Source: an optimization exercise on an open RTL-to-GDS flow (aim: small area and a short achievable clock period). Production flows keep margins and buffers that such runs may drop.
The RTL was checked by simulation tests, not by an equivalence proof against the original design.
No activity file was given, so power comes from the tool's default toggle rates.

==> design/flow/design.v <==
package enc_bridge_pkg;
    typedef logic [31:0] wb_word_t;
    typedef logic [1:0]  in_sym_t;
    typedef logic [5:0]  out_sym_t;
    typedef logic [5:0]  param_sel_t;
    typedef logic [9:0]  blocksize_t;
    typedef logic [9:0]  conf_p_t;
    typedef logic [11:0] conf_q_t;
    typedef struct packed {
        logic     cyc;
        logic     stb;
        logic     we;
        wb_word_t dat;
    } wb_req_t;
    typedef struct packed {
        logic     ack;
        wb_word_t dat;
    } wb_rsp_t;
    typedef struct packed {
        logic    eof;
        logic    bof;
        in_sym_t sym;
    } rx_entry_t;
    typedef struct packed {
        logic     eof;
        logic     bof;
        out_sym_t sym;
    } tx_entry_t;
    typedef struct packed {
        logic      valid;
        rx_entry_t entry;
    } enc_in_t;
    typedef struct packed {
        logic      valid;
        tx_entry_t entry;
    } enc_out_t;
    typedef struct packed {
        blocksize_t blocksize;
        conf_p_t    p;
        conf_q_t    q0;
        conf_q_t    q1;
        conf_q_t    q2;
        conf_q_t    q3;
    } block_conf_t;
    typedef enum logic {
        PHASE_IDLE,
        PHASE_ACK
    } bus_phase_t;
endpackage
`timescale 1ns/10ps
module sym_mem
#(
    parameter int DATA_W = 8,
    parameter int ADDR_W = 8,
    parameter int LO_W   = 4
)
(
    input  logic                            clk,
    input  logic                            i_wr,
    input  logic [(1 << LO_W)-1:0]          i_wsel_lo_n,    
    input  logic [(1 << (ADDR_W-LO_W))-1:0] i_wsel_hi,
    input  logic [DATA_W-1:0]               i_wdata,
    input  logic [4*(1 << LO_W)-1:0]        i_rsel_lo,      
    input  logic [(1 << (ADDR_W-LO_W))-1:0] i_rsel_hi,
    output logic [4*DATA_W-1:0]             o_qdata
);
    localparam int NG = 1 << (ADDR_W - LO_W);
    localparam int NL = 1 << LO_W;
    localparam int GQ = NG / 4;
    logic [DATA_W-1:0] mem [0:(1 << ADDR_W)-1];
    logic [DATA_W-1:0] grp [0:NG-1];
    logic [NG-1:0]     wgrp_n;
    logic [(1 << ADDR_W)-1:0] wrow;
    for (genvar g = 0; g < NG; g++)
    begin : g_wsel
        assign wgrp_n[g] = ~(i_wr & i_wsel_hi[g]);
        for (genvar i = 0; i < NL; i++)
        begin : g_e
            assign wrow[g * NL + i] = ~(wgrp_n[g] | i_wsel_lo_n[i]);
        end
    end
    always_comb
    begin
        for (int g = 0; g < NG; g++)
        begin
            grp[g] = '0;
            for (int i = 0; i < NL; i++)
                grp[g] = grp[g] | (mem[g * NL + i] & {DATA_W{i_rsel_lo[(g / GQ) * NL + i]}});
        end
        o_qdata = '0;
        for (int q = 0; q < 4; q++)
            for (int g = q * GQ; g < (q + 1) * GQ; g++)
                o_qdata[q*DATA_W +: DATA_W] = o_qdata[q*DATA_W +: DATA_W] |
                                              (grp[g] & {DATA_W{i_rsel_hi[g]}});
    end
    always_ff @(posedge clk)
    begin
        for (int g = 0; g < NG; g++)
            for (int i = 0; i < NL; i++)
                if (wrow[g * NL + i])
                    mem[g * NL + i] <= i_wdata;
    end
endmodule
`timescale 1ns/10ps
module block_conf_rom
(
    input  logic                        clk,
    input  logic                        rst,
    input  enc_bridge_pkg::param_sel_t  i_sel,
    output enc_bridge_pkg::block_conf_t o_conf
);
    enc_bridge_pkg::block_conf_t conf_d;
    function automatic enc_bridge_pkg::block_conf_t mk_conf(input int bs, input int p,
                                                            input int q0, input int q1,
                                                            input int q2, input int q3);
        mk_conf = {bs[9:0], p[9:0], q0[11:0], q1[11:0], q2[11:0], q3[11:0]};
    endfunction
    always_comb
    begin
        conf_d = '0;
        if (i_sel < 34)
        begin
            case (i_sel)
                6'd0:  conf_d = mk_conf(14, 9, 3, 11, 51, 19);
                6'd1:  conf_d = mk_conf(38, 17, 3, 23, 63, 11);
                6'd2:  conf_d = mk_conf(51, 23, 3, 23, 107, 107);
                6'd3:  conf_d = mk_conf(55, 23, 3, 43, 131, 115);
                6'd4:  conf_d = mk_conf(59, 23, 3, 11, 23, 219);
                6'd5:  conf_d = mk_conf(62, 23, 3, 35, 63, 63);
                6'd6:  conf_d = mk_conf(69, 25, 3, 7, 111, 103);
                6'd7:  conf_d = mk_conf(84, 23, 3, 7, 83, 71);
                6'd8:  conf_d = mk_conf(85, 23, 3, 55, 255, 215);
                6'd9:  conf_d = mk_conf(93, 25, 3, 31, 111, 107);
                6'd10: conf_d = mk_conf(96, 25, 3, 11, 103, 107);
                6'd11: conf_d = mk_conf(100, 23, 3, 35, 131, 127);
                6'd12: conf_d = mk_conf(108, 29, 3, 19, 123, 123);
                6'd13: conf_d = mk_conf(115, 29, 3, 23, 239, 239);
                6'd14: conf_d = mk_conf(123, 31, 3, 15, 7, 3);
                6'd15: conf_d = mk_conf(128, 31, 3, 7, 135, 131);
                6'd16: conf_d = mk_conf(130, 31, 3, 7, 11, 3);
                6'd17: conf_d = mk_conf(144, 31, 3, 3, 3, 3);
                6'd18: conf_d = mk_conf(170, 33, 3, 63, 523, 515);
                6'd19: conf_d = mk_conf(175, 37, 3, 11, 3, 11);
                6'd20: conf_d = mk_conf(188, 37, 3, 15, 167, 159);
                6'd21: conf_d = mk_conf(192, 37, 3, 7, 183, 123);
                6'd22: conf_d = mk_conf(194, 39, 3, 3, 319, 319);
                6'd23: conf_d = mk_conf(256, 45, 3, 7, 199, 183);
                6'd24: conf_d = mk_conf(264, 43, 3, 3, 27, 11);
                6'd25: conf_d = mk_conf(298, 49, 3, 15, 23, 3);
                6'd26: conf_d = mk_conf(307, 49, 3, 27, 3, 7);
                6'd27: conf_d = mk_conf(333, 49, 3, 23, 3, 23);
                6'd28: conf_d = mk_conf(355, 53, 3, 19, 239, 223);
                6'd29: conf_d = mk_conf(400, 53, 3, 43, 243, 219);
                6'd30: conf_d = mk_conf(438, 59, 3, 7, 247, 243);
                6'd31: conf_d = mk_conf(444, 59, 3, 35, 731, 715);
                6'd32: conf_d = mk_conf(539, 65, 3, 15, 31, 3);
                6'd33: conf_d = mk_conf(59, 23, 3, 11, 23, 219);
                default: conf_d = '0;
            endcase
        end
    end
    always_ff @(posedge clk)
    begin
        if (rst)
            o_conf <= '0;
        else
            o_conf <= conf_d;
    end
endmodule
`timescale 1ns/10ps
module enc_bridge_ctrl
(
    input  logic                    clk,
    input  logic                    rst,
    input  enc_bridge_pkg::wb_req_t i_req,
    output logic                    o_ack,
    output logic                    o_ack_out,
    output logic                    o_rden,
    output logic                    o_access,
    output logic                    o_rx_push
);
    logic ack;
    logic rden;
    logic ack_out;
    assign o_access  = i_req.cyc && i_req.stb && !ack;
    assign o_rx_push = o_access && i_req.we && i_req.dat[15];
    always_ff @(posedge clk)
    begin
        if (rst)
        begin
            ack     <= 1'b0;
            ack_out <= 1'b0;
            rden <= 1'b0;
        end
        else
        begin
            ack     <= o_access;
            ack_out <= i_req.cyc && i_req.stb && !ack_out;
            if (o_access)
                rden <= i_req.dat[13];
        end
    end
    assign o_ack     = ack;
    assign o_ack_out = ack_out;
    assign o_rden = rden;
endmodule
`timescale 1ns/10ps
module enc_bridge_top
(
    input  logic                        clk,
    input  logic                        rst,
    input  logic [34:0]                 i_req,
    output logic [32:0]                 o_rsp,
    input  logic [5:0]                  i_param_sel,
    output logic [4:0]                  o_enc_in,
    input  logic [8:0]                  i_enc_out,
    output logic [67:0]                 o_conf
);
    localparam int AW = 8;
    enc_bridge_pkg::wb_req_t     req;
    enc_bridge_pkg::enc_out_t    enc_out;
    enc_bridge_pkg::block_conf_t conf;
    assign req     = i_req;
    assign enc_out = i_enc_out;
    assign o_conf  = conf;
    logic access;
    logic rx_push;
    logic ack;
    logic ack_out;
    logic rden;
    enc_bridge_ctrl u_ctrl (
        .clk       (clk),
        .rst       (rst),
        .i_req     (req),
        .o_ack     (ack),
        .o_ack_out (ack_out),
        .o_rden    (rden),
        .o_access  (access),
        .o_rx_push (rx_push)
    );
    block_conf_rom u_conf_rom (
        .clk    (clk),
        .rst    (rst),
        .i_sel  (i_param_sel),
        .o_conf (conf)
    );
    enc_bridge_pkg::rx_entry_t rx_wdata;
    enc_bridge_pkg::rx_entry_t rx_rdata;
    enc_bridge_pkg::rx_entry_t rx_head;       
    enc_bridge_pkg::rx_entry_t rx_head_d;
    logic [15:0]               rx_w_lo_n;     
    logic [15:0]               rx_w_hi;       
    logic [AW:0]               rx_cnt;        
    logic [AW:0]               rx_cnt_q;      
    logic                      rx_inc_q, rx_dec_q;
    logic                      rx_empty, rx_one, rx_full;
    logic                      rx_wr, rx_pop, rx_pop_d, rx_last;
    logic                      rx_wok;        
    logic                      drain_active, drain_d;
    logic [4:0]                enc_in_q;
    logic [2:0]                rx_rdata_lo;   
    logic                      rx_rdata_eof;
    logic [AW:0]               rx_old;        
    logic [15:0]               rx_r1_lo_n;
    logic [15:0]               rx_r1_hi_n;
    logic [11:0]               rx_q_d, rx_q;   
    logic [3:0]                rx_eq_d, rx_eq;
    logic [3:0]                rx_qsel, rx_eqsel;
    logic [7:0]                rx_r1_hi7_n;
    logic                      rx_byp;        
    enc_bridge_pkg::rx_entry_t rx_bypd;
    assign rx_wdata.eof = req.dat[7];
    assign rx_wdata.bof = req.dat[6];
    assign rx_wdata.sym = req.dat[1:0];
    logic rx_inc, rx_dec;
    logic rx_two, rx_n255;
    assign rx_two  = (rx_cnt == (AW+1)'(2));
    assign rx_n255 = (rx_cnt == (AW+1)'(255));
    assign rx_inc  = rx_wr && !rx_pop;
    assign rx_dec  = rx_pop && !rx_wr;
    assign rx_cnt = rx_inc_q ? rx_cnt_q + 1'b1 :
                    rx_dec_q ? rx_cnt_q - 1'b1 : rx_cnt_q;
    assign rx_pop  = drain_active && !rx_empty;
    assign rx_wr   = rx_push && rx_wok;
    assign rx_last = rx_empty || (rx_one && rx_pop);
    assign drain_d  = (rx_push && req.dat[7]) || (drain_active && !rx_empty);
    assign rx_pop_d = drain_d && (!rx_last || rx_wr);
    always_comb
    begin
        if (rx_last)
            rx_head_d = rx_wdata;
        else if (rx_pop)
            rx_head_d = rx_rdata;
        else
            rx_head_d = rx_head;
    end
    assign rx_r1_hi7_n = rx_r1_hi_n[7:0] | rx_r1_hi_n[15:8];
    sym_mem #(.DATA_W(3), .ADDR_W(AW)) u_rx_mem (
        .clk       (clk),
        .i_wr      (rx_wr),
        .i_wsel_lo_n (rx_w_lo_n),
        .i_wsel_hi (rx_w_hi),
        .i_wdata   (rx_wdata[2:0]),
        .i_rsel_lo ({4{rx_r1_lo_n}}),
        .i_rsel_hi (rx_r1_hi_n),
        .o_qdata   (rx_q_d)
    );
    sym_mem #(.DATA_W(1), .ADDR_W(AW-1)) u_rx_eof (
        .clk       (clk),
        .i_wr      (rx_wr),
        .i_wsel_lo_n (rx_w_lo_n),
        .i_wsel_hi (rx_w_hi[7:0] | rx_w_hi[15:8]),
        .i_wdata   (rx_wdata.eof),
        .i_rsel_lo ({4{rx_r1_lo_n}}),
        .i_rsel_hi (rx_r1_hi7_n),
        .o_qdata   (rx_eq_d)
    );
    always_ff @(posedge clk)
    begin
        rx_q    <= rx_q_d;
        rx_eq   <= rx_eq_d;
        rx_bypd <= rx_wdata;
    end
    always_comb
    begin
        rx_rdata_lo  = '0;
        rx_rdata_eof = 1'b0;
        for (int q = 0; q < 4; q++)
        begin
            rx_rdata_lo  = rx_rdata_lo | (rx_q[3*q +: 3] & {3{rx_qsel[q]}});
            rx_rdata_eof = rx_rdata_eof | (rx_eq[q] & rx_eqsel[q]);
        end
    end
    assign rx_rdata = rx_byp ? rx_bypd :
                      {rx_rdata_eof && (rx_old[AW:1] == '0), rx_rdata_lo};
    always_ff @(posedge clk)
    begin
        rx_head <= rx_head_d;
    end
    always_ff @(posedge clk)
    begin
        if (rst)
        begin
            rx_w_lo_n    <= 16'hfffe;
            rx_w_hi      <= 16'h0001;
            rx_r1_lo_n   <= 16'h0002;
            rx_r1_hi_n   <= 16'h0001;
            rx_qsel      <= 4'b0001;
            rx_eqsel     <= 4'b0001;
            rx_byp       <= 1'b0;
            rx_cnt_q     <= '0;
            rx_inc_q     <= 1'b0;
            rx_dec_q     <= 1'b0;
            rx_empty     <= 1'b1;
            rx_one       <= 1'b0;
            rx_full      <= 1'b0;
            rx_wok       <= 1'b1;
            rx_old       <= '0;
            drain_active <= 1'b0;
            enc_in_q     <= '0;
        end
        else
        begin
            if (rx_wr)
            begin
                rx_w_lo_n <= {rx_w_lo_n[14:0], rx_w_lo_n[15]};
                if (!rx_w_lo_n[15])
                    rx_w_hi <= {rx_w_hi[14:0], rx_w_hi[15]};
            end
            if (rx_pop_d)
            begin
                rx_r1_lo_n <= {rx_r1_lo_n[14:0], rx_r1_lo_n[15]};
                if (rx_r1_lo_n[15])
                    rx_r1_hi_n <= {rx_r1_hi_n[14:0], rx_r1_hi_n[15]};
            end
            for (int q = 0; q < 4; q++)
            begin
                rx_qsel[q]  <= |rx_r1_hi_n[4*q +: 4];
                rx_eqsel[q] <= |rx_r1_hi7_n[2*q +: 2];
            end
            rx_byp   <= rx_wr && ((rx_one && !rx_pop) || (rx_two && rx_pop));
            rx_cnt_q <= rx_cnt;
            rx_inc_q <= rx_inc;
            rx_dec_q <= rx_dec;
            rx_empty <= (rx_empty && !rx_inc) || (rx_one && rx_dec);
            rx_one   <= (rx_one && !rx_inc && !rx_dec) || (rx_empty && rx_inc) || (rx_two && rx_dec);
            rx_full  <= (rx_full && !rx_dec) || (rx_n255 && rx_inc);
            rx_wok   <= !((rx_full && !rx_dec) || (rx_n255 && rx_inc)) || rx_pop_d;
            if (!drain_active)
                rx_old <= rx_cnt;
            else if (rx_pop && (rx_old != '0))
                rx_old <= rx_old - 1'b1;
            drain_active <= drain_d;
            enc_in_q     <= rx_pop_d ? {1'b1, rx_head_d} : 5'b0;
        end
    end
    assign o_enc_in = enc_in_q;
    enc_bridge_pkg::tx_entry_t tx_rdata;
    enc_bridge_pkg::tx_entry_t tx_head_q;
    logic [15:0]               tx_w_lo_n;     
    logic [15:0]               tx_w_hi;       
    logic [AW:0]               tx_cnt;        
    logic [AW:0]               tx_cnt_q;      
    logic                      tx_inc_q, tx_dec_q;
    logic                      tx_empty, tx_full;
    logic                      tx_wr, tx_pop;
    logic                      tx_wok;        
    logic                      frame_ready;
    logic [15:0]               tx_r_lo_n [4];
    logic [63:0]               tx_r_lo_sel;   
    logic [15:0]               tx_r_hi_n;     
    logic                      tx_pop_d;
    logic [31:0]               tx_q_d, tx_q;
    logic [3:0]                tx_qsel;
    logic                      tx_byp;
    enc_bridge_pkg::tx_entry_t tx_bypd;
    logic        tx_inc, tx_dec;
    logic        tx_one, tx_n255;
    assign tx_one    = (tx_cnt == (AW+1)'(1));
    assign tx_n255   = (tx_cnt == (AW+1)'(255));
    assign tx_cnt = tx_inc_q ? tx_cnt_q + 1'b1 :
                    tx_dec_q ? tx_cnt_q - 1'b1 : tx_cnt_q;
    assign tx_inc    = tx_wr && !tx_pop;
    assign tx_dec    = tx_pop && !tx_wr;
    assign tx_pop   = ack && rden && !tx_empty;
    assign tx_wr    = enc_out.valid && tx_wok;
    sym_mem #(.DATA_W(8), .ADDR_W(AW)) u_tx_mem (
        .clk     (clk),
        .i_wr    (tx_wr),
        .i_wsel_lo_n (tx_w_lo_n),
        .i_wsel_hi (tx_w_hi),
        .i_wdata (enc_out.entry),
        .i_rsel_lo (tx_r_lo_sel),
        .i_rsel_hi (tx_r_hi_n),
        .o_qdata (tx_q_d)
    );
    assign tx_r_lo_sel = {tx_r_lo_n[3], tx_r_lo_n[2], tx_r_lo_n[1], tx_r_lo_n[0]};
    assign tx_pop_d = access && req.dat[13] &&
                      !((tx_empty && !tx_inc) || (tx_one && tx_dec));
    always_ff @(posedge clk)
    begin
        tx_q    <= tx_q_d;
        tx_bypd <= enc_out.entry;
    end
    always_comb
    begin
        tx_rdata = '0;
        if (tx_byp)
            tx_rdata = tx_bypd;
        else
            for (int q = 0; q < 4; q++)
                tx_rdata = tx_rdata | (tx_q[8*q +: 8] & {8{tx_qsel[q]}});
    end
    always_ff @(posedge clk)
    begin
        tx_head_q <= tx_empty ? enc_out.entry : tx_rdata;
    end
    always_ff @(posedge clk)
    begin
        if (rst)
        begin
            tx_w_lo_n   <= 16'hfffe;
            tx_w_hi     <= 16'h0001;
            for (int k = 0; k < 4; k++)
                tx_r_lo_n[k] <= 16'h0001;
            tx_r_hi_n   <= 16'h0001;
            tx_qsel     <= 4'b0001;
            tx_byp      <= 1'b0;
            tx_cnt_q    <= '0;
            tx_inc_q    <= 1'b0;
            tx_dec_q    <= 1'b0;
            tx_empty    <= 1'b1;
            tx_full     <= 1'b0;
            tx_wok      <= 1'b1;
            frame_ready <= 1'b0;
        end
        else
        begin
            if (tx_wr)
            begin
                tx_w_lo_n <= {tx_w_lo_n[14:0], tx_w_lo_n[15]};
                if (!tx_w_lo_n[15])
                    tx_w_hi <= {tx_w_hi[14:0], tx_w_hi[15]};
            end
            if (tx_pop_d)
            begin
                for (int k = 0; k < 4; k++)
                    tx_r_lo_n[k] <= {tx_r_lo_n[k][14:0], tx_r_lo_n[k][15]};
                if (tx_r_lo_n[0][15])
                    tx_r_hi_n <= {tx_r_hi_n[14:0], tx_r_hi_n[15]};
            end
            for (int q = 0; q < 4; q++)
                tx_qsel[q] <= |tx_r_hi_n[4*q +: 4];
            tx_byp  <= tx_wr && (tx_empty || (tx_one && tx_pop));
            tx_cnt_q <= tx_cnt;
            tx_inc_q <= tx_inc;
            tx_dec_q <= tx_dec;
            tx_empty <= (tx_empty && !tx_inc) || (tx_one && tx_dec);
            tx_full  <= (tx_full && !tx_dec) || (tx_n255 && tx_inc);
            tx_wok   <= !((tx_full && !tx_dec) || (tx_n255 && tx_inc)) || tx_pop_d;
            if (enc_out.valid && enc_out.entry.eof)
                frame_ready <= 1'b1;
            else if (tx_empty)
                frame_ready <= 1'b0;
        end
    end
    assign o_rsp = {ack_out, 16'b0, frame_ready, 1'b1, 6'b0, tx_head_q};
endmodule
==> design/flow/flow/run.sh <==
#!/bin/bash
# The standard layout (standard.sh), with the platform's delay cells kept
# out of the layout: port buffering and timing repair otherwise pick them as
# plain buffers on input and output paths, where they only add delay.
set -euo pipefail
cat >> config.mk <<'MK'
export DONT_USE_CELLS += sky130_fd_sc_hd__clkdlybuf4s15_1 sky130_fd_sc_hd__clkdlybuf4s15_2 sky130_fd_sc_hd__clkdlybuf4s18_1 sky130_fd_sc_hd__clkdlybuf4s18_2 sky130_fd_sc_hd__clkdlybuf4s25_1 sky130_fd_sc_hd__clkdlybuf4s25_2 sky130_fd_sc_hd__clkdlybuf4s50_1 sky130_fd_sc_hd__clkdlybuf4s50_2 sky130_fd_sc_hd__dlygate4sd1_1 sky130_fd_sc_hd__dlygate4sd2_1 sky130_fd_sc_hd__dlygate4sd3_1 sky130_fd_sc_hd__dlymetal6s2s_1 sky130_fd_sc_hd__dlymetal6s4s_1 sky130_fd_sc_hd__dlymetal6s6s_1
MK
bash standard.sh > standard_flow.log 2>&1
==> design/flow/standard.sh <==
#!/bin/bash
# synth_recipe.tcl (not shown) runs the flow's synth.tcl, then flattens the netlist and writes it again
# the make line also repeats each setting of config.mk as NAME=value (left out here)
make -C /OpenROAD-flow-scripts/flow DESIGN_CONFIG=/design/flow/config.mk WORK_HOME=/design/flow/orfs CLKGATE_MAP_FILE= SYNTH_SCRIPT=/design/flow/synth_recipe.tcl "${@:-finish}"
==> design/flow/config.mk <==
export PLATFORM = sky130hd
export DESIGN_NAME = enc_bridge_top
export DESIGN_NICKNAME = enc_bridge_top
export VERILOG_FILES = /design/flow/design.v
export SDC_FILE = /design/flow/constraint.sdc
export NUM_CORES = 4
export LEC_CHECK = 0
export CAP_MARGIN = 20
export CORE_MARGIN = 2
export CORE_UTILIZATION = 60
export CTS_CLUSTER_DIAMETER = 80
export CTS_CLUSTER_SIZE = 24
export SETUP_SLACK_MARGIN = 2.9
export SLEW_MARGIN = 20
export TNS_END_PERCENT = 20
export DONT_USE_CELLS += sky130_fd_sc_hd__clkdlybuf4s15_1 sky130_fd_sc_hd__clkdlybuf4s15_2 sky130_fd_sc_hd__clkdlybuf4s18_1 sky130_fd_sc_hd__clkdlybuf4s18_2 sky130_fd_sc_hd__clkdlybuf4s25_1 sky130_fd_sc_hd__clkdlybuf4s25_2 sky130_fd_sc_hd__clkdlybuf4s50_1 sky130_fd_sc_hd__clkdlybuf4s50_2 sky130_fd_sc_hd__dlygate4sd1_1 sky130_fd_sc_hd__dlygate4sd2_1 sky130_fd_sc_hd__dlygate4sd3_1 sky130_fd_sc_hd__dlymetal6s2s_1 sky130_fd_sc_hd__dlymetal6s4s_1 sky130_fd_sc_hd__dlymetal6s6s_1
==> design/flow/constraint.sdc <==
create_clock -name core_clock -period 5.5 [get_ports {clk}]
set_input_delay 1.1000 -clock core_clock [delete_from_list [all_inputs] [get_ports {clk}]]
set_output_delay 1.1000 -clock core_clock [all_outputs]
set_load 0.01 [all_outputs]
==> metrics.csv, run 1 <==
metric,value,unit
status,no timing/DRC/antenna violations,
worstPathRequired,5.98,ns
hold_viol_final,0,
synth_cell_types,76,
fmax,360,MHz
crit_type,in -> reg,
placedCellCount,9941,
p_per_area,319,nW/um^2
grt_pass1_wl,494000,um
grt_max_degree,149,
gp_congestion,0.899,
fin_crit_sh,0.505,
setup_viol,0,
synth-main-ff-cell,edfxtp_1,
end_kind,flip-flop,
place_area,125000,um^2
htree_levels,4,
instances_no_fill,10290,
arrival,3.26,ns
finClkSkew,0.0288,ns
cpMaxStageDelayCell,and2_1,
fp.dieH,456,um
die_w,456,um
rr_startpoint,tx_r_lo_n[3][6],
p_leak,41.4,nW
ys_ff_latch,3288,
fillers,14403,
initial_core_util,0.604,
cts_num_sinks,3288,
clock_path_buffers,3,
pre_cts_ws,1.27,ns
synth.yosys.seq_area_share,0.779,
critPathLaunchType,input pin,
final_cell_mix,"2944 x edfxtp_1, 528 x a22oi_1, 512 x a22o_1",
async_reset_ff_frac,0,
final_cell_area,131000,um^2
min_path_type,reg -> reg,
tightest_slew,1.14,ns
critPathMaxFanout,19,
tns,0,ns
rows,165,
root_buffer,clkbuf_16,
critPathLaunch,i_enc_out[8],
whs,0.462,ns
min-delay-start,u_ctrl.ack_out,
port_buffers,85,
ant_nets,0,
wire_per_inst,33.5,um
maxSlewHeadroom,0.237,
coreArea,203000,um^2
synth.avg_cell_area,16.2,um^2
grt_pass1_vias,67929,
path_cells,buf_1 -> nand2_8 -> nor2_4 -> buf_6 -> and2_1,
slowest_delay,0.54,ns
ir_drop,0.368,mV
vias,71475,
io_pins,158,
drcViolationCount,0,
wl,345000,um
worst_slack,2.72,ns
nets,7541,
synth_area,122000,um^2
syn_to_final_growth,6.96,%
layout_commonest_cell,edfxtp_1,
slew_violations,0,
drt_iter0_drc,10887,
place_hpwl,210000,um
tritoncts,yes,
antenna_found_initial,23,
fin_util,0.646,
first_pass_iters,6,
synth_enable_flop_cells,2944,
clkLatencyLatePin,0.85,ns
path_clk_slew,0.10,ns
maxCapViolCount,0,
viasPerCell,6.95,
dieArea,208000,um^2
grt_use_total,0.327,
cts_buffers,158,
drive_above_1_share,0.0719,
cts_hold_buffers,0,
overflow,0,
ys_warn_count,13,
total_power,41.8,mW
finalWorstPathRequiredPeriod,2.78,ns
rsz0062_at_grt,true,
synthCells,7541,
==> state kept, by name (all words and copies together), names as in the netlist, 32 cells and up <==
register           flops
tx_q                  32
u_rx_mem.mem         768
u_tx_mem.mem        2048
tx_r_lo_n             64
u_rx_eof.mem         128
u_conf_rom.o_conf     34
==> final timing paths <==
| check | slack (ns) | to | depth (start not counted) |
|---|---|---|---|
| worst max-delay path | 2.72 | u_tx_mem.mem[28][3] | 5 |
| worst min-delay path | 0.46 | u_ctrl.ack_out | 1 |
| worst max register to register | 2.78 | tx_q[31] | 6 |
| worst min register to register | 0.46 | u_ctrl.ack_out | 1 |
==> cell type report <==
cell class	count	area [um^2]	area share
well taps	2672	3340	0.0255
repair buffers	328	2170	0.0165
diodes	13	32.5	0.000249
clock buffers	268	4570	0.0349
flip-flops and latches	3288	95300	0.728
inverters	51	195	0.00149
clock inverters	21	258	0.00197
multi-input cells	3649	25000	0.191
==> cells in the mapped netlist, types with 8 or more instances <==
master / instances / area, um^2
mux2i_1: 22 / 220
a21o_1: 9 / 67.6
nor2_1: 142 / 533
or2_2: 11 / 68.8
o21ai_0: 137 / 686
a22o_1: 512 / 4480
inv_1: 49 / 184
a211oi_1: 17 / 128
buf_1: 69 / 259
a221oi_1: 509 / 4460
ha_1: 13 / 163
a21oi_1: 176 / 881
nor4_1: 8 / 50.1
nor3_1: 13 / 65.1
clkbuf_1: 465 / 1750
dfxtp_1: 344 / 6890
nand3_1: 222 / 1110
xnor2_1: 10 / 87.6
or2_1: 114 / 713
buf_4: 60 / 450
o21bai_1: 34 / 255
a22oi_1: 535 / 4020
nand2_1: 328 / 1230
xor2_1: 9 / 78.8
nor2b_1: 20 / 125
a31oi_1: 13 / 81.3
nand3b_1: 9 / 67.6
edfxtp_1: 2944 / 88400
and2_1: 492 / 3080
nand4_1: 148 / 926
==> worst max-delay path: cells and delay by family <==
family / cells / cell delay [ns]
buffers and inverters: 2 / 0.77
and+or+nand+nor: 3 / 1.34
==> power by group <==
| part | internal, mW | switching, mW | total, mW | leakage (nW) |
|---|---|---|---|---|
| sequential | 27.2 | 0.0528 | 27.2 | 29.3 |
| combinational | 0.177 | 0.735 | 0.912 | 9.77 |
| clock | 5.94 | 7.72 | 13.7 | 2.32 |
| total | 33.3 | 8.50 | 41.8 | 41.4 |
==> cell families (layout without fill, tap and decap cells) <==
kind of cell               count (synthesis)  in the layout  synth area share
DFF                                     3288           3288             0.779
AOI/OAI and AO/OA                       2005           2005             0.128
and+or+nand+nor                         1542           1543            0.0674
buffers and inverters                    649            668            0.0218
muxes                                     23             23           0.00189
xor gates and xnor gates                  19             19           0.00136
adders and majority gates                 13             13           0.00133
other                                      2             59         0.0000614
==> timing repair <==
action	CTS	global route
cloned	1	0
pin swaps	14	2
buffers inserted	40	5
gates resized for setup	30	71
endpoints found under the setup margin	2951	1501
==> metal layers <==
| metal | up-vias | GRT usage | part of all wire |
|---|---|---|---|
| met1 | 36959 | 0.487 | 0.41 |
| li1 | 29969 | - | - |
| met2 | 4030 | 0.512 | 0.47 |
| met4 | 4 | 0.0952 | 0.030 |
| met3 | 513 | 0.0437 | 0.092 |
| met5 | - | 0 | 0.000078 |
==> run 2: changes to the inputs <==
==> design/flow/flow/run.sh (replaced) <==
#!/bin/bash
# The standard layout (standard.sh) with two changes to how cells are
# picked: the platform's delay cells are kept out of the layout (port
# buffering and timing repair otherwise use them as plain buffers on input
# and output paths, where they only add delay), and timing repair may resize
# a cell to one of another width (the platform only lets it pick cells of the
# same width). Placement is legalised after each repair as usual.
set -euo pipefail
cat >> config.mk <<'MK'
export DONT_USE_CELLS += sky130_fd_sc_hd__clkdlybuf4s15_1 sky130_fd_sc_hd__clkdlybuf4s15_2 sky130_fd_sc_hd__clkdlybuf4s18_1 sky130_fd_sc_hd__clkdlybuf4s18_2 sky130_fd_sc_hd__clkdlybuf4s25_1 sky130_fd_sc_hd__clkdlybuf4s25_2 sky130_fd_sc_hd__clkdlybuf4s50_1 sky130_fd_sc_hd__clkdlybuf4s50_2 sky130_fd_sc_hd__dlygate4sd1_1 sky130_fd_sc_hd__dlygate4sd2_1 sky130_fd_sc_hd__dlygate4sd3_1 sky130_fd_sc_hd__dlymetal6s2s_1 sky130_fd_sc_hd__dlymetal6s4s_1 sky130_fd_sc_hd__dlymetal6s6s_1
MK
# The platform sets MATCH_CELL_FOOTPRINT in its config.mk; make's command line
# outranks it
sed 's/CLKGATE_MAP_FILE= /CLKGATE_MAP_FILE= MATCH_CELL_FOOTPRINT=0 /' standard.sh > standard_nofp.sh
grep -q 'MATCH_CELL_FOOTPRINT=0' standard_nofp.sh
bash standard_nofp.sh > standard_flow.log 2>&1
==> run 2 against run 1 <==
Critical path type unchanged. Critical endpoint is now u_tx_mem.mem[209][3]. Combinational power fell by 0.9%. Clock-buffer cell count rose by 9. Final cell count barely moved. Area after synthesis did not move. Routed wire length barely moved. Still clean.
==> metrics.csv, run 2 <==
metric,value,unit,change
synth_common_cells,"2944 x edfxtp_1, 535 x a22oi_1, 512 x a22o_1",,unchanged
p_per_area,319,nW/um^2,about the same
tightest_slew,1.05,ns,was 1.14 ns
path_clk_slew,0.09,ns,was 0.10 ns
reg2reg_slack,2.76,ns,was 2.78 ns
critPathLaunchType,input pin,,unchanged
clkPwrFrac,0.326,,was 0.327
largest_reg_flops,2048,,unchanged
rsz0062_at_grt,true,,unchanged
reg2reg_depth,6,,unchanged
worst_slack,2.74,ns,was 2.72 ns
place_area,125000,um^2,about the same
slew_violations,0,,unchanged
cts_hold_buffers,0,,unchanged
met1_length,141000,um,about the same
synth_cell_types,76,,unchanged
antenna_found_initial,21,,was 23
power.switching,8.49,mW,was 8.50 mW
grt_pass1_vias,68077,,was 67929
final_cell_mix,"2944 x edfxtp_1, 531 x a22oi_1, 512 x a22o_1",,"was 2944 x edfxtp_1, 528 x a22oi_1, 512 x a22o_1"
maxSlewHeadroom,0.300,,was 0.237
synth_top_area_cell,edfxtp_1,,unchanged
synthCells,7541,,unchanged
seqPwrFrac,0.653,,was 0.652
path_cells,buf_1 -> nand2_8 -> nor2_4 -> buf_4 -> and2_1,,was buf_1 -> nand2_8 -> nor2_4 -> buf_6 -> and2_1
cpMaxStageDelayCell,and2_1,,unchanged
top_regs,"u_tx_mem.mem x2048, u_rx_mem.mem x768, u_rx_eof.mem x128",,unchanged
top_register,u_tx_mem.mem,,unchanged
internal_power,33.2,mW,was 33.3 mW
synth_top_area_share,0.722,,unchanged
grt_max_degree,142,,was 149
cts_num_sinks,3288,,unchanged
grt_use_total,0.326,,was 0.327
first_pass_iters,6,,unchanged
p_leak,41.3,nW,was 41.4 nW
crit-reg2reg-capture,tx_q[10],,was tx_q[31]
synth.yosys.seq_area_share,0.779,,unchanged
synth_area,122000,um^2,unchanged
status,no timing/DRC/antenna violations,,unchanged
wire_per_inst,33.5,um,about the same
overflow,0,,unchanged
nets,7536,,was 7541
final_cell_area,131000,um^2,about the same
ant_nets,0,,unchanged
ys_ff_latch,3288,,unchanged
hold_viol_final,0,,unchanged
critPathMaxFanout,20,,was 19
pre_cts_ws,1.21,ns,was 1.27 ns
setup_viol,0,,unchanged
critPathLaunch,i_enc_out[8],,unchanged
drt_iter0_drc,10980,,was 10887
clkLatencyLatePin,0.86,ns,was 0.85 ns
layout_commonest_cell,edfxtp_1,,unchanged
synth.area.top_cells,"edfxtp_1 72%, dfxtp_1 5.6%, a22o_1 3.7%",,unchanged
end_kind,flip-flop,,unchanged
tns,0,ns,unchanged
fillers,14475,,was 14403
comb_power_share,0.022,,about the same
worstPathRequired,5.99,ns,was 5.98 ns
slowest_delay,0.52,ns,was 0.54 ns
fin_crit_sh,0.503,,was 0.505
routed-wl-met2,163000,um,was 162000 um
finalWorstPathRequiredPeriod,2.76,ns,was 2.78 ns
synth.avg_cell_area,16.2,um^2,unchanged
tritoncts,yes,,unchanged
wl_met3,31700,um,was 31800 um
clock_path_buffers,3,,unchanged
crit_end,u_tx_mem.mem[209][3],,was u_tx_mem.mem[28][3]
crit_type,in -> reg,,unchanged
gp_congestion,0.910,,was 0.899
rr_startpoint,tx_r_lo_n[1][12],,was tx_r_lo_n[3][6]
dieArea,208000,um^2,unchanged
root_buffer,clkbuf_16,,unchanged
async_reset_ff_frac,0,,unchanged
initial_core_util,0.604,,unchanged
ir_drop,0.354,mV,was 0.368 mV
place_hpwl,210000,um,about the same
drcViolationCount,0,,unchanged
wl,345000,um,about the same
ys_warn_count,13,,unchanged
coreArea,203000,um^2,unchanged
min_path_type,reg -> reg,,unchanged
port_buffers,85,,unchanged
finClkSkew,0.0366,ns,was 0.0288 ns
synth.most_common_cell,edfxtp_1,,unchanged
cts_buffers,159,,was 158
drive_above_1_share,0.0722,,was 0.0719
fmax,362,MHz,was 360 MHz
syn_to_final_growth,6.88,%,was 6.96%
grt_pass1_wl,493000,um,was 494000 um
htree_levels,4,,unchanged
synth-main-ff-cell,edfxtp_1,,unchanged
synth_enable_flop_cells,2944,,unchanged
min-delay-start,u_ctrl.ack_out,,unchanged
rows,165,,unchanged
arrival,3.25,ns,was 3.26 ns
switching_share,0.204,,was 0.203
io_pins,158,,unchanged
viasPerCell,6.96,,was 6.95
maxCapViolCount,0,,unchanged
total_power,41.7,mW,was 41.8 mW
vias,71608,,was 71475
fp.dieH,456,um,unchanged
die_w,456,um,unchanged
top_layer,met5,,unchanged
## run 2: final cells by class
| class | count | area, um^2 | share of cell area |
|---|---|---|---|
| antenna | 16 | 40.0 | 0.000306 |
| clock buffer | 277 | 4650 | 0.0356 |
| clock inverter | 19 | 179 | 0.00137 |
| inverter | 51 | 191 | 0.00146 |
| multi-input combinational | 3648 | 25000 | 0.191 |
| sequential | 3288 | 95300 | 0.729 |
| tap | 2672 | 3340 | 0.0256 |
| timing repair buffer | 323 | 2090 | 0.0160 |
## run 2: repair_timing
item / 4_1_cts / 5_1_grt
buffers inserted: 24 / 0
pin swaps: 8 / 1
setup endpoints to repair: 3006 / 852
gates resized for setup: 52 / 82
endpoints found under the hold margin: 0 / 0
## run 2: power by group through the flow
| stage | clock network, mW | registers (mW) | logic [mW] |
|---|---|---|---|
| floorplan | 0 | 27.8 | 0.332 |
| CTS | 13.7 | 27.2 | 0.895 |
| global placement | 0 | 27.8 | 0.869 |
| global route | 14.5 | 27.2 | 0.964 |
| detailed placement | 0 | 27.8 | 0.890 |
| finish | 13.6 | 27.2 | 0.904 |
## run 2: metal layers
metal,GRT usage,up-vias
met3,0.0485,444
li1,-,29956
met5,0,-
met4,0.0877,4
met2,0.515,3965
met1,0.482,37239
## run 2: critical path: cells and delay by family
kind,cells,cell delay [ns]
and+or+nand+nor,3,1.22
buffers and inverters,2,0.86
## run 2: cell families after synthesis
family | share of synthesized area
mux | 0.00189
xor+xnor | 0.00136
compound gates | 0.128
fa+ha+maj | 0.00133
other cells | 0.0000614
buf+inv | 0.0218
simple gates | 0.0674
flops | 0.779
## run 2: how the worst min path moves through the flow
| stage | end | slack (ns) | cells after the start |
|---|---|---|---|
| floorplan | u_ctrl.ack_out | 0.40 | 1 |
| global placement | u_ctrl.ack_out | 0.41 | 1 |
| detailed placement | u_ctrl.ack_out | 0.41 | 1 |
| CTS | u_ctrl.ack_out | 0.43 | 1 |
| global route | u_ctrl.ack_out | 0.45 | 1 |
| finish | u_ctrl.ack_out | 0.43 | 1 |
## run 2: stage by stage
stage | utilization | hold WS [ns] | cells
2_1_floorplan | - | 0.399 | 7585
3_3_place_gp | 0.619 | 0.406 | 9957
3_5_place_dp | 0.619 | 0.414 | 9957
4_1_cts | 0.645 | 0.427 | 10277
5_1_grt | 0.646 | 0.446 | 10281
6_report | 0.646 | 0.426 | 10294
==> run 3: changes to the inputs <==
--- a/design/flow/design.v
+++ b/design/flow/design.v
@@ -60,7 +60,7 @@
     input  logic [(1 << LO_W)-1:0]          i_wsel_lo_n,    
     input  logic [(1 << (ADDR_W-LO_W))-1:0] i_wsel_hi,
     input  logic [DATA_W-1:0]               i_wdata,
-    input  logic [4*(1 << LO_W)-1:0]        i_rsel_lo,      
+    input  logic [(1 << LO_W)-1:0]          i_rsel_lo,
     input  logic [(1 << (ADDR_W-LO_W))-1:0] i_rsel_hi,
     output logic [4*DATA_W-1:0]             o_qdata
 );
@@ -85,7 +85,7 @@
         begin
             grp[g] = '0;
             for (int i = 0; i < NL; i++)
-                grp[g] = grp[g] | (mem[g * NL + i] & {DATA_W{i_rsel_lo[(g / GQ) * NL + i]}});
+                grp[g] = grp[g] | (mem[g * NL + i] & {DATA_W{i_rsel_lo[i]}});
         end
         o_qdata = '0;
         for (int q = 0; q < 4; q++)
@@ -301,7 +301,7 @@
         .i_wsel_lo_n (rx_w_lo_n),
         .i_wsel_hi (rx_w_hi),
         .i_wdata   (rx_wdata[2:0]),
-        .i_rsel_lo ({4{rx_r1_lo_n}}),
+        .i_rsel_lo (rx_r1_lo_n),
         .i_rsel_hi (rx_r1_hi_n),
         .o_qdata   (rx_q_d)
     );
@@ -311,7 +311,7 @@
         .i_wsel_lo_n (rx_w_lo_n),
         .i_wsel_hi (rx_w_hi[7:0] | rx_w_hi[15:8]),
         .i_wdata   (rx_wdata.eof),
-        .i_rsel_lo ({4{rx_r1_lo_n}}),
+        .i_rsel_lo (rx_r1_lo_n),
         .i_rsel_hi (rx_r1_hi7_n),
         .o_qdata   (rx_eq_d)
     );
@@ -406,8 +406,7 @@
     logic                      tx_wr, tx_pop;
     logic                      tx_wok;        
     logic                      frame_ready;
-    logic [15:0]               tx_r_lo_n [4];
-    logic [63:0]               tx_r_lo_sel;   
+    logic [15:0]               tx_r_lo_n;     
     logic [15:0]               tx_r_hi_n;     
     logic                      tx_pop_d;
     logic [31:0]               tx_q_d, tx_q;
@@ -430,11 +429,10 @@
         .i_wsel_lo_n (tx_w_lo_n),
         .i_wsel_hi (tx_w_hi),
         .i_wdata (enc_out.entry),
-        .i_rsel_lo (tx_r_lo_sel),
+        .i_rsel_lo (tx_r_lo_n),
         .i_rsel_hi (tx_r_hi_n),
         .o_qdata (tx_q_d)
     );
-    assign tx_r_lo_sel = {tx_r_lo_n[3], tx_r_lo_n[2], tx_r_lo_n[1], tx_r_lo_n[0]};
     assign tx_pop_d = access && req.dat[13] &&
                       !((tx_empty && !tx_inc) || (tx_one && tx_dec));
     always_ff @(posedge clk)
@@ -461,8 +459,7 @@
         begin
             tx_w_lo_n   <= 16'hfffe;
             tx_w_hi     <= 16'h0001;
-            for (int k = 0; k < 4; k++)
-                tx_r_lo_n[k] <= 16'h0001;
+            tx_r_lo_n   <= 16'h0001;
             tx_r_hi_n   <= 16'h0001;
             tx_qsel     <= 4'b0001;
             tx_byp      <= 1'b0;
@@ -484,9 +481,8 @@
             end
             if (tx_pop_d)
             begin
-                for (int k = 0; k < 4; k++)
-                    tx_r_lo_n[k] <= {tx_r_lo_n[k][14:0], tx_r_lo_n[k][15]};
-                if (tx_r_lo_n[0][15])
+                tx_r_lo_n <= {tx_r_lo_n[14:0], tx_r_lo_n[15]};
+                if (tx_r_lo_n[15])
                     tx_r_hi_n <= {tx_r_hi_n[14:0], tx_r_hi_n[15]};
             end
             for (int q = 0; q < 4; q++)
==> run 3 against run 2 <==
Design area is 1.5% lower. Utilization hardly changed. Global-route usage is 0.43 points higher. Clock-buffer cell count is 25 lower. Combinational power is 0.9% lower. Non-clock buffer count is 15 lower. Worst setup slack worse by 0.10 ns. Sequential share of layout area is 0.37 points higher. Clock skew is 0.0017 ns higher. Sequential power hardly changed. Critical endpoint is now tx_q[1].
==> metrics.csv, run 3 <==
metric,value,unit,change
root_buffer,clkbuf_16,,unchanged
tightest_slew,1.18,ns,was 1.05 ns
synth_common_cells,"2944 x edfxtp_1, 532 x a22oi_1, 511 x a221oi_1, 511 x a22o_1, 494 x and2_1",,"was 2944 x edfxtp_1, 535 x a22oi_1, 512 x a22o_1"
reg2reg_depth,6,,unchanged
fin_crit_sh,0.521,,was 0.503
htree_levels,4,,unchanged
largest_reg_flops,2048,,unchanged
hold_path_end,u_ctrl.ack_out,,unchanged
tritoncts,yes,,unchanged
synth_top_area_share,0.733,,was 0.722
dieArea,204000,um^2,was 208000 um^2
drive_above_1_share,0.0833,,was 0.0722
final_cell_mix,"2944 x edfxtp_1, 527 x a22oi_1, 511 x a22o_1",,"was 2944 x edfxtp_1, 531 x a22oi_1, 512 x a22o_1"
instances_no_fill,10072,,was 10294
min-delay-start,u_ctrl.ack_out,,unchanged
met1_length,143000,um,was 141000 um
reg2reg_slack,2.63,ns,was 2.76 ns
wire_per_inst,34.1,um,was 33.5 um
drt_iter0_drc,10919,,was 10980
grt_pass1_vias,67004,,was 68077
clkLatencyLatePin,0.85,ns,was 0.86 ns
synthCells,7325,,was 7541
path_cells,buf_4 -> a22o_1 -> a221oi_1 -> nand4_1 -> a22oi_1 -> nand3_1,,was buf_1 -> nand2_8 -> nor2_4 -> buf_4 -> and2_1
p_per_area,319,nW/um^2,about the same
top_layer,met5,,unchanged
end_kind,flip-flop,,unchanged
total_power,41.1,mW,was 41.7 mW
ir_drop,0.323,mV,was 0.354 mV
synth_enable_flop_cells,2944,,unchanged
place_hpwl,208000,um,was 210000 um
die_w,452,um,was 456 um
setup_viol,0,,unchanged
cpMaxStageDelayCell,dfxtp_4,,was and2_1
initial_core_util,0.604,,about the same
gp_congestion,0.897,,was 0.910
grt_pass1_wl,487000,um,was 493000 um
critPathLaunch,tx_r_lo_n[3],,was i_enc_out[8]
fmax,349,MHz,was 362 MHz
io_pins,158,,unchanged
routed-wl-met2,157000,um,was 163000 um
cts_num_sinks,3240,,was 3288
critPathLaunchType,flip-flop,,was input pin
wl,344000,um,was 345000 um
synth_top_area_cell,edfxtp_1,,unchanged
fillers,14128,,was 14475
wl_met3,36300,um,was 31700 um
critPathMaxFanout,38,,was 20
hold_viol_final,0,,unchanged
clock_path_buffers,3,,unchanged
ant_nets,0,,unchanged
layout_commonest_cell,edfxtp_1,,unchanged
vias,70562,,was 71608
synth_cell_types,80,,was 76
critPathBufInv,1,,was 2
maxSlewHeadroom,0.216,,was 0.300
rows,164,,was 165
synth_area,121000,um^2,was 122000 um^2
finalWorstPathRequiredPeriod,2.87,ns,was 2.76 ns
arrival,3.58,ns,was 3.25 ns
cts_hold_buffers,0,,unchanged
finClkSkew,0.0384,ns,was 0.0366 ns
crit-reg2reg-capture,tx_q[1],,was tx_q[10]
tns,0,ns,unchanged
synth.area.top_cells,"edfxtp_1 73%, dfxtp_1 4.9%, a221oi_1 3.7%",,"was edfxtp_1 72%, dfxtp_1 5.6%, a22o_1 3.7%"
slowest_delay,0.56,ns,was 0.52 ns
top_register,u_tx_mem.mem,,unchanged
whs_path_depth,1,,unchanged
viasPerCell,7.01,,was 6.96
synth-main-ff-cell,edfxtp_1,,unchanged
coreArea,200000,um^2,was 203000 um^2
min_path_type,reg -> reg,,unchanged
rr_startpoint,tx_r_lo_n[3],,was tx_r_lo_n[1][12]
final-seq-area,94400,um^2,was 95300 um^2
syn_to_final_growth,6.92,%,was 6.88%
first_pass_iters,6,,unchanged
status,no timing/DRC/antenna violations,,unchanged
placedCellCount,9747,,was 9957
ys_warn_count,12,,was 13
path_clk_slew,0.09,ns,about the same
synth.yosys.seq_area_share,0.783,,was 0.779
rsz0062_at_grt,true,,unchanged
grt_use_total,0.331,,was 0.326
port_buffers,85,,unchanged
cts_buffers,156,,was 159
maxCapViolCount,0,,unchanged
top_regs,"u_tx_mem.mem x2048, u_rx_mem.mem x768, u_rx_eof.mem x128",,unchanged
crit_type,reg -> reg,,was in -> reg
multi_input_area,24200,um^2,was 25000 um^2
synth.most_common_cell,edfxtp_1,,unchanged
ys_ff_latch,3240,,was 3288
nets,7356,,was 7536
drcViolationCount,0,,unchanged
crit_family,compound AO/OA/AOI/OAI gates,,was simple AND/OR/NAND/NOR gates
antenna_found_initial,30,,was 21
async_reset_ff_frac,0,,unchanged
overflow,0,,unchanged
fp.dieH,452,um,was 456 um
synth.avg_cell_area,16.5,um^2,was 16.2 um^2
worstPathRequired,6.21,ns,was 5.99 ns
p_leak,40.7,nW,was 41.3 nW
slew_violations,0,,unchanged
grt_max_degree,101,,was 142
## run 3: kinds of logic after synthesis
| kind of cell | count (synthesis) | synth area share |
|---|---|---|
| and+or+nand+nor | 1467 | 0.0659 |
| buffers and inverters | 602 | 0.0208 |
| AOI/OAI and AO/OA | 1973 | 0.127 |
| muxes | 16 | 0.00133 |
| DFF | 3240 | 0.783 |
| xor gates and xnor gates | 12 | 0.000872 |
| adders and majority gates | 13 | 0.00135 |
| other | 2 | 0.0000623 |
## run 3: power by group
group          internal, mW  leakage (nW)  switching (mW)  total, mW
combinational         0.167          9.53           0.729      0.896
sequential             26.8          28.9          0.0392       26.9
clock                  5.78          2.27            7.57       13.4
## run 3: final cells by class
| type | count | area share |
|---|---|---|
| Clock buffer | 252 | 0.0351 |
| Tap cell | 2656 | 0.0258 |
| Inverter | 58 | 0.00177 |
| Timing Repair Buffer | 308 | 0.0155 |
| Clock inverter | 22 | 0.00151 |
| Antenna cell | 9 | 0.000175 |
| Sequential cell | 3240 | 0.733 |
| Multi-Input combinational cell | 3527 | 0.188 |
## run 3: per-stage QoR
stage	setup WS [ns]	cell area, um^2	hold WS [ns]	utilization
5_1_grt	2.68	129000	0.458	0.645
3_5_place_dp	0.981	124000	0.430	0.619
2_1_floorplan	2.83	121000	0.399	-
4_1_cts	2.42	129000	0.443	0.644
3_3_place_gp	0.945	124000	0.407	0.619
6_report	2.63	129000	0.431	0.645
## run 3: worst max-delay path by stage
stage	endpoint	slack, ns	depth (start not counted)
floorplan	rx_r1_hi_n[13]	2.83	9
global placement	u_rx_eof.mem[48]	0.95	7
detailed placement	u_rx_eof.mem[48]	0.98	7
CTS	u_tx_mem.mem[214][6]	2.42	5
global route	tx_q[28]	2.68	6
finish	tx_q[1]	2.63	6
## run 3: per-layer routing
layer  vias up  global-route usage
li1      29351                   -
met1     36714               0.513
met5         -                   0
met3       402              0.0505
met4         8              0.0727
met2      4087               0.501
## run 3: repair_timing
action / in CTS / in global routing
setup buffers: 22 / 20
endpoints found under the setup margin: 2610 / 1852
pin swaps: 8 / 6
gates resized for setup: 31 / 35
hold endpoints to repair: 0 / 0
==> run 4: changes to the inputs <==
--- a/design/flow/config.mk
+++ b/design/flow/config.mk
@@ -7,7 +7,7 @@
 export LEC_CHECK = 0
 export CAP_MARGIN = 20
 export CORE_MARGIN = 2
-export CORE_UTILIZATION = 60
+export CORE_UTILIZATION = 70
 export CTS_CLUSTER_DIAMETER = 80
 export CTS_CLUSTER_SIZE = 24
 export SETUP_SLACK_MARGIN = 2.9
==> run 4 against run 3 <==
Synthesized cell count unchanged. Routed wire length decreased by 3.6%. Area after synthesis unchanged. Maximum frequency increased by 1.4%. Power decreased by 0.86%. Hold slack got worse by 0.0092 ns. Clock power decreased by 3%. Die area decreased by 14%. Flip-flop and latch count unchanged. Design area decreased by 0.45%. First-iteration DRC count increased by 13%.
==> metrics.csv, run 4 <==
metric,value,unit,change
rows,152,,was 164
tritoncts,yes,,unchanged
synth_cell_types,80,,unchanged
path_cells,buf_4 -> a22o_1 -> a221oi_1 -> nand4_1 -> a22oi_1 -> nand3_1,,unchanged
clkLatencyLatePin,0.85,ns,about the same
fillers,10262,,was 14128
crit_type,reg -> reg,,unchanged
pre_cts_ws,0.942,ns,was 0.981 ns
first_pass_iters,6,,unchanged
layout_commonest_cell,edfxtp_1,,unchanged
dieArea,176000,um^2,was 204000 um^2
syn_to_final_growth,6.44,%,was 6.92%
path_clk_slew,0.09,ns,about the same
grt_pass1_vias,66567,,was 67004
tightest_slew,1.18,ns,about the same
worstPathRequired,6.11,ns,was 6.21 ns
place_hpwl,198000,um,was 208000 um
arrival,3.44,ns,was 3.58 ns
final_cell_mix,"2944 x edfxtp_1, 524 x a22oi_1, 511 x a22o_1",,"was 2944 x edfxtp_1, 527 x a22oi_1, 511 x a22o_1"
top_regs,"u_tx_mem.mem x2048, u_rx_mem.mem x768, u_rx_eof.mem x128",,unchanged
critPathLaunchType,flip-flop,,unchanged
synth.yosys.seq_area_share,0.783,,unchanged
gp_congestion,0.925,,was 0.897
synth_area,121000,um^2,unchanged
die_w,419,um,was 452 um
io_pins,158,,unchanged
grt_pass1_wl,467000,um,was 487000 um
p_leak,40.4,nW,was 40.7 nW
ir_drop,0.362,mV,was 0.323 mV
drt_iter0_drc,12314,,was 10919
htree_levels,4,,unchanged
synth.most_common_cell,edfxtp_1,,unchanged
fin_crit_sh,0.514,,was 0.521
clock_path_buffers,3,,unchanged
hold_viol_final,0,,unchanged
drcViolationCount,0,,unchanged
setup_viol,0,,unchanged
slowest_delay,0.53,ns,was 0.56 ns
ys_ff_latch,3240,,unchanged
worst_slack,2.67,ns,was 2.63 ns
vias,71840,,was 70562
drive_above_1_share,0.0821,,was 0.0833
antenna_found_initial,24,,was 30
synth_common_cells,"2944 x edfxtp_1, 532 x a22oi_1, 511 x a221oi_1, 511 x a22o_1, 494 x and2_1",,unchanged
wl,331000,um,was 344000 um
synth_enable_flop_cells,2944,,unchanged
cts_num_sinks,3240,,unchanged
finClkSkew,0.0368,ns,was 0.0384 ns
status,no timing/DRC/antenna violations,,unchanged
cpMaxStageDelayCell,dfxtp_2,,was dfxtp_4
synthCells,7325,,unchanged
fmax,354,MHz,was 349 MHz
whs,0.422,ns,was 0.431 ns
finalWorstPathRequiredPeriod,2.83,ns,was 2.87 ns
grt_max_degree,139,,was 101
overflow,0,,unchanged
wire_per_inst,34.1,um,about the same
initial_core_util,0.703,,was 0.604
critPathMaxFanout,30,,was 38
cts_buffers,154,,was 156
grt_use_total,0.372,,was 0.331
maxCapViolCount,0,,unchanged
synth.avg_cell_area,16.5,um^2,unchanged
slew_violations,0,,unchanged
synth-main-ff-cell,edfxtp_1,,unchanged
largest_reg_flops,2048,,unchanged
coreArea,171000,um^2,was 200000 um^2
ys_warn_count,12,,unchanged
root_buffer,clkbuf_16,,unchanged
viasPerCell,7.39,,was 7.01
synth.area.top_cells,"edfxtp_1 73%, dfxtp_1 4.9%, a221oi_1 3.7%",,unchanged
rsz0062_at_grt,true,,unchanged
min_path_type,reg -> reg,,unchanged
p_per_area,318,nW/um^2,was 319 nW/um^2
fp.dieH,419,um,was 452 um
top_register,u_tx_mem.mem,,unchanged
placedCellCount,9389,,was 9747
async_reset_ff_frac,0,,unchanged
port_buffers,85,,unchanged
synth_top_area_cell,edfxtp_1,,unchanged
nets,7331,,was 7356
maxSlewHeadroom,0.210,,was 0.216
end_kind,flip-flop,,unchanged
synth_top_area_share,0.733,,unchanged
tns,0,ns,unchanged
instances_no_fill,9717,,was 10072
ant_nets,0,,unchanged
## run 4: final timing paths
path	slack, ns	from	to	cells after the start
worst max-delay path	2.67	rx_r1_lo_n[9]	rx_q[3]	6
worst min-delay path	0.42	u_ctrl.ack_out	u_ctrl.ack_out	1
worst max register to register	2.67	rx_r1_lo_n[9]	rx_q[3]	6
worst min register to register	0.42	u_ctrl.ack_out	u_ctrl.ack_out	1
## run 4: layout make-up
cell class              instances  area [um^2]  area share
inverters                      58          255     0.00199
clock inverters                15          126    0.000985
flip-flops and latches       3240        94400       0.736
well taps                    2310         2890      0.0225
clock buffers                 268         4470      0.0349
multi-input cells            3527        24200       0.189
repair buffers                285         1880      0.0146
diodes                         14         35.0    0.000273
## run 4: timing repair
action	4_1_cts	5_1_grt
hold buffers	0	0
endpoints found under the setup margin	2709	1377
pin swaps	7	3
buffers inserted	22	9
gates resized for setup	25	66
## run 4: worst max-delay path: cells and delay by family (launching register included)
family          cells  cell delay, ns
compound gates      3            0.98
simple gates        2            0.65
flops               1            0.53
buf+inv             1            0.42
## run 4: layer usage
layer / vias up / GRT usage / wire length (um)
met5: - / 0 / 79
met4: 12 / 0.0996 / 9090
met3: 597 / 0.102 / 51700
met2: 5724 / 0.543 / 147000
met1: 36203 / 0.562 / 123000
li1: 29304 / - / -
## run 4: cells by family (layout without fill, tap and decap cells)
group                    Yosys count  after routing  share of synthesized area
AO/OA/AOI/OAI                   1973           1973                      0.127
XOR/XNOR                          12             12                   0.000872
adder cells (fa/ha/maj)           13             13                    0.00135
buffers and inverters            602            626                     0.0208
flip-flops                      3240           3240                      0.783
multiplexers                      16             16                    0.00133
other                              2             60                  0.0000623
AND/OR/NAND/NOR                 1467           1467                     0.0659
## run 4: through the flow
stage,power (mW),instance area (um^2),utilization
2_1_floorplan,27.7,121000,-
3_3_place_gp,28.2,123000,0.719
3_5_place_dp,28.3,123000,0.719
4_1_cts,40.7,128000,0.747
5_1_grt,41.6,128000,0.749
6_report,40.8,128000,0.749
## run 4: power breakdown
part,leakage [nW],total [mW],switching [mW],internal (mW)
Clock,2.20,13.0,7.40,5.62
Sequential,28.9,26.9,0.0405,26.8
Combinational,9.36,0.871,0.707,0.165

[port drivers added, routing unchanged]
Ports are ideal in the flow. The routed layouts listed here were re-timed in OpenROAD.
Step 1: set_driving_cell puts a clkbuf_16 on clk and a buf_2 on each other input, an assumption about the parent block.
Step 2 also shifts input and output timing later by t, the mid clock arrival at the registers, as if the neighbouring blocks saw the same clock.
a / b / c = ideal ports / drivers / drivers and shift; a / b = the first two.
run	t (ns)	setup slack, ns	worst setup path after step 2
run 1	0.930	2.724 / 2.776 / 1.856	input to register
run 2	0.935	2.735 / 2.762 / 1.867	input to register
run 3	0.926	2.632 / 2.632 / 1.916	input to register
run 4	0.926	2.671 / 2.671 / 1.838	input to register
After both steps setup and hold are still met in every run listed.
